From an optimization exercise on the open Yosys and OpenROAD flow, aimed at small area, a short achievable clock period and few clock cycles; shortcuts taken in it are not production practice.
The RTL was checked by simulation tests, not by an equivalence proof against the original design.
No activity file was given, so power comes from the tool's default toggle rates.

// ccl_top
module ccl_top (
    input  logic                              clk,
    input  logic                              reset,
    input  logic [7:0]                        rom_q,
    output logic [$clog2(128)-1:0] rom_a,
    output logic [$clog2(1024)-1:0]    sram_a,
    output logic [7:0]                        sram_d,
    output logic                              sram_wen,
    output logic                              finish
);
    logic m_p1, m_p2, m_fb, m_done;
    logic swr;       
    assign sram_wen = !swr;
    logic run;
    logic p1_end;
    assign run = m_p1 || m_p2;
    logic [6:0] tbl [0:127];
    logic [6:0] R, R_n, prv;
    logic [6:0] t_q;
    logic       tw_en;
    logic [6:0] tw_a, tw_d;
    logic       tw_en_n;
    logic [6:0] tw_a_n, tw_d_n;
    assign t_q = tbl[R];
    always_ff @(posedge clk) begin
        if (tw_en) tbl[tw_a] <= tw_d;
    end
    logic [6:0] lb [0:31];
    logic       lbw_en;
    logic [4:0] lbw_a;
  ...
Settings: LEC_CHECK=0, CAP_MARGIN=20, CORE_MARGIN=2, CORE_UTILIZATION=45, SLEW_MARGIN=20; clock period 10.0 ns.
standard.sh (not shown) runs the stock make flow with config.mk's settings and CLKGATE_MAP_FILE= SYNTH_SCRIPT=/design/flow/synth_recipe.tcl, a recipe that flattens the netlist after the stock synthesis.
==> flow/flow/run.sh <==
#!/bin/bash
# The standard layout (the standard.sh: standard synthesis, floorplan,
# placement, CTS, routing, finish), with the timing repair steps asked to
# leave 6.8 ns of setup slack at the design's 10 ns clock instead of 0.
# The constraints (constraint.sdc) are the design's, unchanged.
set -euo pipefail
export SETUP_SLACK_MARGIN=6.8
bash standard.sh synth > synth.log 2>&1
bash standard.sh finish > layout.log 2>&1
Testbench counts at the start, summed over its fixed seeds: cycles 33,171.
Next try:
--- a/flow/design.v
+++ b/flow/design.v
@@ -136,53 +136,53 @@
     assign n_last = !(|(nxt & pn));
     logic [6:0]  last;       
     logic [7:0]  ev;         
     logic        px_go;
     logic [6:0]  lab;
     logic [6:0]  ua_n;
     logic        sel_en;
     logic        adv;
     logic        overflow;
     logic        ph, ph1;
-    logic [4:0]  f0, f1;
-    logic [1:0]  fcnt;
+    logic [4:0]  f0;         
+    logic        fv;         
     logic        pf_push, pf_pop;
     logic [4:0]  pf_val;
     logic        u_a1, u_a2, u_b1, u_b2, u_link;
     logic        u_busy;
     logic [6:0]  ua, ub;
     logic        u_req;
     logic        found;
     assign u_busy   = u_a1 || u_a2 || u_b1 || u_b2 || u_link;
     assign found    = (R == prv);
     assign overflow = m_p1 && xv && fEvt && ev[7];
     assign px_go    = xv && ((m_p1 && !(fUn && u_busy) && !(fEvt && ev[7]) && !(fUn && !fL && !ph)) ||
-                             (m_p2 && (!fEvt || (fcnt != 2'd0))));
-    assign pf_pop   = m_p2 && xv && fEvt && (fcnt != 2'd0);
+                             (m_p2 && (!fEvt || fv)));
+    assign pf_pop   = m_p2 && xv && fEvt && fv;
     always_comb begin
         if (fL)                    lab = last;
         else if (fU || fUL || fUR) lab = lb_rd;
         else if (m_p1)      lab = ev[6:0];
         else                lab = {2'b00, f0};
     end
     assign ua_n  = fL ? last : ua;
     assign u_req = m_p1 && px_go && fUn;
     assign ph1   = m_p1 && xv && fUn && !fL && !ph && !u_busy;
     assign sel_en = !xv || px_go;
     assign adv    = sel_en && rem_z && nxt_ready && (y != 6'd32) && run;
     logic        r_r, r_c, r_p;
     logic [7:0]  ntot;       
     logic [4:0]  rc;         
     logic        pf_space;
     logic        r_root;
     assign r_root   = (R == ev[6:0]);
-    assign pf_space = (fcnt != 2'd2) || pf_pop;
+    assign pf_space = !fv || pf_pop;
     assign pf_push  = pf_space && ((r_c && r_root) || r_p);
     assign pf_val   = r_p ? R[4:0] : rc;
     typedef enum logic [2:0] {F_CLR, F_A, F_W, F_C, F_D} fst_t;
     typedef enum logic [1:0] {K_SEED, K_GROW, K_NBR} kind_t;
     fst_t        fst;
     kind_t       kind;
     logic [9:0]  fb_idx, seed, pix;
     logic [2:0]  dir;
     logic [4:0]  flab;
     logic        wrote;
@@ -375,31 +375,21 @@
         if (ph1) la_r <= la_r + 5'd2;
         if (m_fb && fst == F_A) la_r <= fa_idx[9:5];
         if (px_go) last <= lab;
         sram_a <= sa_n;
         sram_d <= sd_n;
         q1_k   <= fk[1:0];
         q2_k   <= q1_k;
         if (b_direct) bcur <= bcap;
         if (b_pop)    bcur <= bq0a;
         if (p1_end)   ntot <= ev;
-        case ({pf_push, pf_pop})
-            2'b10: begin
-                if (fcnt == 2'd0) f0 <= pf_val; else f1 <= pf_val;
-            end
-            2'b01: f0 <= f1;
-            2'b11: begin
-                if (fcnt == 2'd1) f0 <= pf_val;
-                else begin f0 <= f1; f1 <= pf_val; end
-            end
-            default: ;
-        endcase
+        if (pf_push) f0 <= pf_val;
     end
     always_ff @(posedge clk or posedge reset) begin
         if (reset) begin
             m_p1     <= 1'b1;
             m_p2     <= 1'b0;
             m_fb     <= 1'b0;
             m_done   <= 1'b0;
             tw_en    <= 1'b0;
             lbw_en   <= 1'b0;
             rom_a    <= '0;
@@ -426,21 +416,21 @@
             ev       <= '0;
             u_a1     <= 1'b0;
             u_a2     <= 1'b0;
             u_b1     <= 1'b0;
             u_b2     <= 1'b0;
             u_link   <= 1'b0;
             r_r      <= 1'b0;
             r_c      <= 1'b0;
             r_p      <= 1'b0;
             rc       <= 5'd1;
-            fcnt     <= '0;
+            fv       <= 1'b0;
         end else begin
             tw_en    <= tw_en_n;
             lbw_en   <= lbw_en_n;
             swr      <= !swen_n;
             q1_f <= f_req;
             q1_b <= b_req;
             q2_f <= q1_f;
             q2_b <= q1_b;
             if (b_req)      rom_a <= bnext[6:0];
             else if (f_req) rom_a <= {frow[4:0], fk[1:0]};
@@ -491,25 +481,22 @@
             if (r_r) begin r_r <= 1'b0; r_c <= 1'b1; end
             if (r_c) begin
                 if (!r_root) begin r_c <= 1'b0; r_p <= 1'b1; end
                 else if (pf_space) begin r_c <= 1'b0; r_r <= (ev + 8'd1 != ntot); end
             end
             if (r_p && pf_space) begin r_p <= 1'b0; r_r <= (ev + 8'd1 != ntot); end
             if (pf_push) begin
                 ev <= ev + 8'd1;
                 if (r_c) rc <= rc + 5'd1;
             end
-            case ({pf_push, pf_pop})
-                2'b10:   fcnt <= fcnt + 2'd1;
-                2'b01:   fcnt <= fcnt - 2'd1;
-                default: ;
-            endcase
+            if (pf_push)     fv <= 1'b1;
+            else if (pf_pop) fv <= 1'b0;
             if (overflow) begin
                 m_p1   <= 1'b0;
                 m_fb   <= 1'b1;
                 xv     <= 1'b0;
                 u_a1   <= 1'b0;
                 u_a2   <= 1'b0;
                 u_b1   <= 1'b0;
                 u_b2   <= 1'b0;
                 u_link <= 1'b0;
             end else if (p1_end) begin
Outcome:
- The new run completed without violations
- count of clock-buffer cells in the layout shrinks by 5
- critical path depth shrinks by 10
- utilization barely changes
- total power shrinks slightly
- die area is about the same
- non-clock buffer count grows by 3
- synthesized cell count grows by a few percent
- register-to-register slack improves by 90 ps
- routed wire length shrinks slightly
Testbench counts after the change, summed over its fixed seeds: cycles 33,179.

## port drivers added, routing unchanged
In the flow no input, the clock included, has a driving cell. The finished layouts below were timed again as built, in two steps.
Step 1 (the two cells are an assumption about what drives the block):
set clk [get_ports {clk}]
set_driving_cell -lib_cell sky130_fd_sc_hd__clkbuf_16 $clk
set_driving_cell -lib_cell sky130_fd_sc_hd__buf_2 [delete_from_list [all_inputs] $clk]
Step 2 moves the port delays by t, midway between the first and last clock arrival at a register: inputs arrive t later, outputs are due t later. That takes back most of the time a late clock gives input paths.
Slacks: ideal ports / drivers / drivers and shift; pairs: ideal ports / drivers.
run | shift t [ns] | slack for setup (ns) | hold slack, ns | clock arrival spread, ns | pins driven straight from the clock port
the first run | 0.856 | 6.561 / 6.515 / 6.063 | 0.339 / 0.339 / 0.339 | 0.051 / 0.052 | 1
the second run | 0.857 | 6.589 / 6.508 / 6.065 | 0.329 / 0.329 / 0.329 | 0.035 / 0.035 | 1
After both steps every run listed still meets setup and hold. The setup slack of the second run, which loses most, moves by -0.081 ns with the drivers and by -0.524 ns with both steps.
